This is an optimization exercise on Yosys and OpenROAD, whose aim is small area, a short achievable clock period and few clock cycles per item, not a production implementation. In this exercise RTL edits were held to simulation tests only and were not proved equivalent to the original. Power is estimated from default activity; no workload was simulated.

build 70:
==> flow/design.v <==
module rv_multicycle_core #(
  parameter int unsigned     XLEN     = 32,
  parameter int unsigned     NREGS    = 32,
  parameter logic [XLEN-1:0] PC_RESET = '0
) (
  input  logic            clk,
  input  logic            reset,
  output logic            imem_req,
  output logic [XLEN-1:0] imem_addr,
  input  logic            imem_rvalid,
  input  logic [31:0]     imem_rdata,
  input  logic [4:0]      dbg_addr,
  output logic [XLEN-1:0] dbg_data,
  output logic            retire,
  output logic            zero_f,
  output logic            halt
);
  localparam logic [6:0] OPC_R = 7'b0110011;
  localparam logic [6:0] OPC_I = 7'b0010011;
  logic        req_q;
  logic [29:0] pc_q;
  logic        acc;
  assign imem_req  = req_q;
  assign imem_addr = {pc_q, 2'b00};
  assign acc       = req_q & imem_rvalid;
  logic [31:0] w;
  logic [4:0]  w_rs1, w_rs2;
  logic [2:0]  w_f3;
  logic        w_is_r, w_legal;
  assign w      = imem_rdata;
  assign w_rs1  = w[19:15];
  assign w_rs2  = w[24:20];
  assign w_f3   = w[14:12];
  assign w_is_r = w[5];
  always_comb begin
    w_legal = 1'b0;
    if (w[6:0] == OPC_R)
      w_legal = (w[31:25] == 7'b0000000) ||
                (w[31:25] == 7'b0100000 && (w_f3 == 3'b000 || w_f3 == 3'b101));
    else if (w[6:0] == OPC_I) begin
      if (w_f3 == 3'b001)      w_legal = (w[31:25] == 7'b0000000);
      else if (w_f3 == 3'b101) w_legal = (w[31:25] == 7'b0000000) || (w[31:25] == 7'b0100000);
      else                     w_legal = 1'b1;
    end
  end
  logic [31:0] regs [1:31];
  logic [31:0] rs1_val, rs2_val;
  logic [31:1] sel1, sel2, seld;
  always_comb begin
    rs1_val  = '0;
    rs2_val  = '0;
    dbg_data = '0;
    for (int i = 1; i < 32; i++) begin
      sel1[i]  = (w_rs1 == 5'(i));
      sel2[i]  = (w_rs2 == 5'(i));
      seld[i]  = (dbg_addr == 5'(i));
      rs1_val  = rs1_val  | (regs[i] & {32{sel1[i]}});
      rs2_val  = rs2_val  | (regs[i] & {32{sel2[i]}});
      dbg_data = dbg_data | (regs[i] & {32{seld[i]}});
    end
  end
  logic        ex_v;
  logic [31:0] op_a, op_b;
  logic [4:0]  ex_rd;
  logic        ex_sub, ex_sra, ex_left;
  logic        s_add, s_sll, s_slt, s_sltu, s_xor, s_sr, s_or, s_and;
  logic [31:0] alu;
  logic        fwd1, fwd2;
  assign fwd1 = ex_v && (ex_rd == w_rs1) && (w_rs1 != 5'd0);
  assign fwd2 = ex_v && (ex_rd == w_rs2) && (w_rs2 != 5'd0);
  logic [33:0] sum;
  logic        lt_s, lt_u;
  assign sum  = {1'b0, op_a, 1'b1} + {1'b0, op_b ^ {32{ex_sub}}, ex_sub};
  assign lt_u = ~sum[33];
  assign lt_s = (op_a[31] != op_b[31]) ? op_a[31] : sum[32];
  logic [31:0] sh_in, sh_out, sh_rev;
  always_comb
    for (int i = 0; i < 32; i++) sh_in[i] = ex_left ? op_a[31-i] : op_a[i];
  assign sh_out = 32'($signed({ex_sra & op_a[31], sh_in}) >>> op_b[4:0]);
  always_comb
    for (int i = 0; i < 32; i++) sh_rev[i] = sh_out[31-i];
  logic g_add, g_sll, g_slt, g_sltu, g_xor, g_sr, g_or, g_and;
  assign g_add  = s_add  & reset;
  assign g_sll  = s_sll  & reset;
  assign g_slt  = s_slt  & reset;
  assign g_sltu = s_sltu & reset;
  assign g_xor  = s_xor  & reset;
  assign g_sr   = s_sr   & reset;
  assign g_or   = s_or   & reset;
  assign g_and  = s_and  & reset;
  assign alu = ({32{g_add}} & sum[32:1])
             | ({32{g_sll}} & sh_rev)
             | ({32{g_sr }} & sh_out)
             | ({32{g_xor}} & (op_a ^ op_b))
             | ({32{g_or }} & (op_a | op_b))
             | ({32{g_and}} & (op_a & op_b))
             | {31'd0, (g_slt & lt_s) | (g_sltu & lt_u)};
  always_ff @(posedge clk) begin
    op_a    <= fwd1 ? alu : rs1_val;
    op_b    <= w_is_r ? (fwd2 ? alu : rs2_val) : {{20{w[31]}}, w[31:20]};
    ex_rd   <= w[11:7];
    ex_sub  <= (w[30] & w_is_r) | (w_f3[2:1] == 2'b01);
    ex_sra  <= w[30];
    ex_left <= ~w_f3[2];
    s_add   <= (w_f3 == 3'b000);
    s_sll   <= (w_f3 == 3'b001);
    s_slt   <= (w_f3 == 3'b010);
    s_sltu  <= (w_f3 == 3'b011);
    s_xor   <= (w_f3 == 3'b100);
    s_sr    <= (w_f3 == 3'b101);
    s_or    <= (w_f3 == 3'b110);
    s_and   <= (w_f3 == 3'b111);
    zero_f  <= (alu == 32'd0);
  end
  logic [31:1] wen;
  always_comb
    for (int i = 1; i < 32; i++) wen[i] = (ex_v && ex_rd == 5'(i)) || !reset;
  always_ff @(posedge clk)
    for (int i = 1; i < 32; i++) if (wen[i]) regs[i] <= alu;
  always_ff @(posedge clk or negedge reset) begin
    if (!reset) begin
      req_q  <= 1'b0;
      pc_q   <= '0;
      ex_v   <= 1'b0;
      retire <= 1'b0;
      halt   <= 1'b0;
    end else begin
      retire <= ex_v;
      ex_v   <= acc & w_legal;
      if (acc) pc_q <= pc_q + 30'd1;
      if (acc & ~w_legal) halt <= 1'b1;
      req_q  <= ~(halt | (acc & ~w_legal));
    end
  end
endmodule
Settings: LEC_CHECK=0, CAP_MARGIN=20, CELL_PAD_IN_SITES_DETAIL_PLACEMENT=2, CELL_PAD_IN_SITES_GLOBAL_PLACEMENT=2, CORE_MARGIN=2, CORE_UTILIZATION=30, CTS_CLUSTER_DIAMETER=60, CTS_CLUSTER_SIZE=30, SETUP_SLACK_MARGIN=2.5, SLEW_MARGIN=20; clock period 7.0 ns.
run.sh (not shown) runs the stock make flow with config.mk's settings and CLKGATE_MAP_FILE= SYNTH_SCRIPT=/design/flow/synth_recipe.tcl, a recipe that flattens the netlist after the stock synthesis.
Testbench counts of build 70, summed over its fixed seeds: cycles 4,589, instrs 3,200.
#### Input delta (build 5 over build 70)
Settings: an added CTS_ARGS of -sink_clustering_enable -repair_clock_nets -sink_clustering_size 30 -sink_clustering_max_diameter 60 -dont_use_dummy_load; an added TNS_END_PERCENT of 30; a deleted CTS_CLUSTER_SIZE that had been 30; a deleted CTS_CLUSTER_DIAMETER that had been 60.
==> flow/flow/run.sh (new file) <==
#!/bin/bash
# The standard layout (standard.sh) with one change: clock tree synthesis runs without
# dummy loads. Everything else, synthesis included, is the standard flow with config.mk's knobs.
set -euo pipefail
cat >> config.mk <<'EOT'
export CTS_ARGS = -sink_clustering_enable -repair_clock_nets -sink_clustering_size 30 -sink_clustering_max_diameter 60 -dont_use_dummy_load
EOT
bash standard.sh > standard.log 2>&1
==> flow/standard.sh (new file) <==
#!/bin/bash
# synth_recipe.tcl (not shown) runs the flow's synth.tcl, then flattens the netlist and writes it again
# the make line also repeats each setting of config.mk as NAME=value (left out here)
make -C /OpenROAD-flow-scripts/flow DESIGN_CONFIG=/design/flow/config.mk WORK_HOME=/design/flow/orfs CLKGATE_MAP_FILE= SYNTH_SCRIPT=/design/flow/synth_recipe.tcl "${@:-finish}"
removed: flow/run.sh
The run showing the greater final hold slack is build 70. Arrival time of the worst setup path is higher on build 5. | cell count | build 5 vs build 70 | about 1.7% lower |. Build 5 against build 70; via count is down slightly. Summary: with build 70 as the reference, total chip power in build 5 moved down by a little under 10%. Build 5 -> build 70: count of final hold-check violations flat. Compared with build 70, build 5 ends up with a smaller final cell area. Fraction of layout instances using a drive strength above 1 for build 5: 2.0 points down relative to build 70. Taking build 70 as the reference point, the peak ir drop on the vdd network of build 5 rises by about 0.6%. Summary of build 5 over build 70: switching part of the total power shows a reduction of 1.5 points, clock skew went up 0.058 ns.
Relative to build 5, the following input files were edited for build 13:
Settings: putting CTS_CLUSTER_DIAMETER at 60 where nothing was set; swapping 2.5 for 2.3 in SETUP_SLACK_MARGIN; swapping 30 for 40 in CORE_UTILIZATION; clearing CTS_ARGS, which used to be -sink_clustering_enable -repair_clock_nets -sink_clustering_size 30 -sink_clustering_max_diameter 60 -dont_use_dummy_load; putting CTS_CLUSTER_SIZE at 30 where nothing was set; clearing TNS_END_PERCENT, which used to be 30.
==> flow/run.sh (new file) <==
#!/bin/bash
# synth_recipe.tcl (not shown) runs the flow's synth.tcl, then flattens the netlist and writes it again
# the make line also repeats each setting of config.mk as NAME=value (left out here)
make -C /OpenROAD-flow-scripts/flow DESIGN_CONFIG=/design/flow/config.mk WORK_HOME=/design/flow/orfs CLKGATE_MAP_FILE= SYNTH_SCRIPT=/design/flow/synth_recipe.tcl finish
removed: flow/flow/run.sh
removed: flow/standard.sh
==> summary.txt <==
Diff build 5 -> build 13: time the final worst path needs with I/O delays and setup went down 0.014 ns, total chip power +8.2%, post-route worst setup slack now larger. Worst hold slack across all endpoints came out lower on build 13 than on build 5. Final checks on build 13, whose flow otherwise completed, came back failing, citing capacitance limit, slew limit. Design area went up slightly going from build 5 to build 13. [build 13] detailed-route via count rose 3345 relative to build 5. Build 13 against build 5; clock-buffer cell count is down slightly.
The following lists how build 22 was set up differently from build 13:
Settings: a deleted CTS_CLUSTER_SIZE that had been 30; a change of SETUP_SLACK_MARGIN from 2.3 to 2.5; an added CTS_ARGS of -sink_clustering_enable -repair_clock_nets -sink_clustering_size 30 -sink_clustering_max_diameter 60 -dont_use_dummy_load; an added TNS_END_PERCENT of 10; a change of CORE_UTILIZATION from 40 to 30; a deleted CTS_CLUSTER_DIAMETER that had been 60.
==> flow/flow/run.sh (new file) <==
#!/bin/bash
# The standard layout (standard.sh) with one change: clock tree synthesis runs without
# dummy loads. Everything else, synthesis included, is the standard flow with config.mk's knobs.
set -euo pipefail
cat >> config.mk <<'EOT'
export CTS_ARGS = -sink_clustering_enable -repair_clock_nets -sink_clustering_size 30 -sink_clustering_max_diameter 60 -dont_use_dummy_load
EOT
bash standard.sh > standard.log 2>&1
==> flow/standard.sh (new file) <==
#!/bin/bash
# synth_recipe.tcl (not shown) runs the flow's synth.tcl, then flattens the netlist and writes it again
# the make line also repeats each setting of config.mk as NAME=value (left out here)
make -C /OpenROAD-flow-scripts/flow DESIGN_CONFIG=/design/flow/config.mk WORK_HOME=/design/flow/orfs CLKGATE_MAP_FILE= SYNTH_SCRIPT=/design/flow/synth_recipe.tcl "${@:-finish}"
removed: flow/run.sh
[summary]
Status build 13: flow complete, layout not clean - capacitance limit, slew limit
Build 22: full flow OK, the timing, design-rule and antenna checks passed
Looking at met1 routing resource usage after global routing, build 22 sits 11 points below build 13.
Summary — register fraction of the total cell area, build 22 relative to build 13: higher, by 0.39 points.
Diff build 22..build 13 | async set-reset flop share out of synthesis | unchanged
Against build 13, build 22 comes in 1 higher on number of buffers and inverters on the critical path.
Build 22 vs build 13: count of clock-buffer cells in the layout up in build 22
diff inputs: build 22 => build 54
Settings: TNS_END_PERCENT now 30, was 10; SETUP_SLACK_MARGIN now 1.8, was 2.5.
Results
Build 54 ended up with a higher count of filler cells inserted in the layout than build 22 did.
Compared with build 22, in build 54 final period utilization now larger; post-route non-filler standard cell count now sits lower; least setup slack across all paths after layout dropped 0.31 ns; wire length of the first global-routing pass lost 3.7%.
--- input diff build 54..build 28 ---
Settings: swapping 1.8 for 2.5 in SETUP_SLACK_MARGIN; clearing TNS_END_PERCENT, which used to be 30.
Findings:
- To summarise build 28: no stage aborted, but the layout did not pass its checks, failing on capacitance limit, slew limit.
- In build 28 relative to build 54, power after layout had gone up by a few percent.
- Between build 54 and build 28, global routing usage on met1 increased.
- Build 28: maximum frequency is 6.6% higher than what build 54 reported.
- For the count of clock buffers in the final design, build 28 came in 2 higher than build 54 did.
- Build 28 against build 54: via count climbed 4.4%, area added between synthesis and finish climbed 7.1 points, final clock period utilization by the worst path dropped 4.7 points.

-- re-timing with driven ports --
No port has a modelled driver above. Below, the same layouts with a new extraction and two added sets of constraints. Step 1, drivers: a clkbuf_16 drives clk and a buf_2 each remaining input, both assumed. Step 2 times the ports against the registers' clock, not the clock port: input delays grow and output delays shrink by t, the midpoint of the rising clock arrivals with the driver on. a / b / c = no drivers / after step 1 / after step 2; a / b = the first two.
run | shift t [ns] | setup slack, ns | worst hold slack (ns)
build 70 | 0.905 | 2.010 / 1.933 / 1.502 | 0.488 / 0.488 / 0.488
build 5 | 0.875 | 1.961 / 1.869 / 1.239 | 0.483 / 0.483 / 0.483
build 13 | 0.875 | 1.975 / 1.901 / 1.187 | 0.476 / 0.476 / 0.476
build 22 | 0.884 | 1.987 / 1.913 / 1.185 | 0.483 / 0.483 / 0.483
build 54 | 0.872 | 1.681 / 1.643 / 1.059 | 0.500 / 0.500 / 0.500
build 28 | 0.865 | 2.008 / 1.878 / 1.534 | 0.483 / 0.483 / 0.483
The setup slack of build 22, which loses most, moves by -0.074 ns with the drivers and by -0.802 ns with both steps.
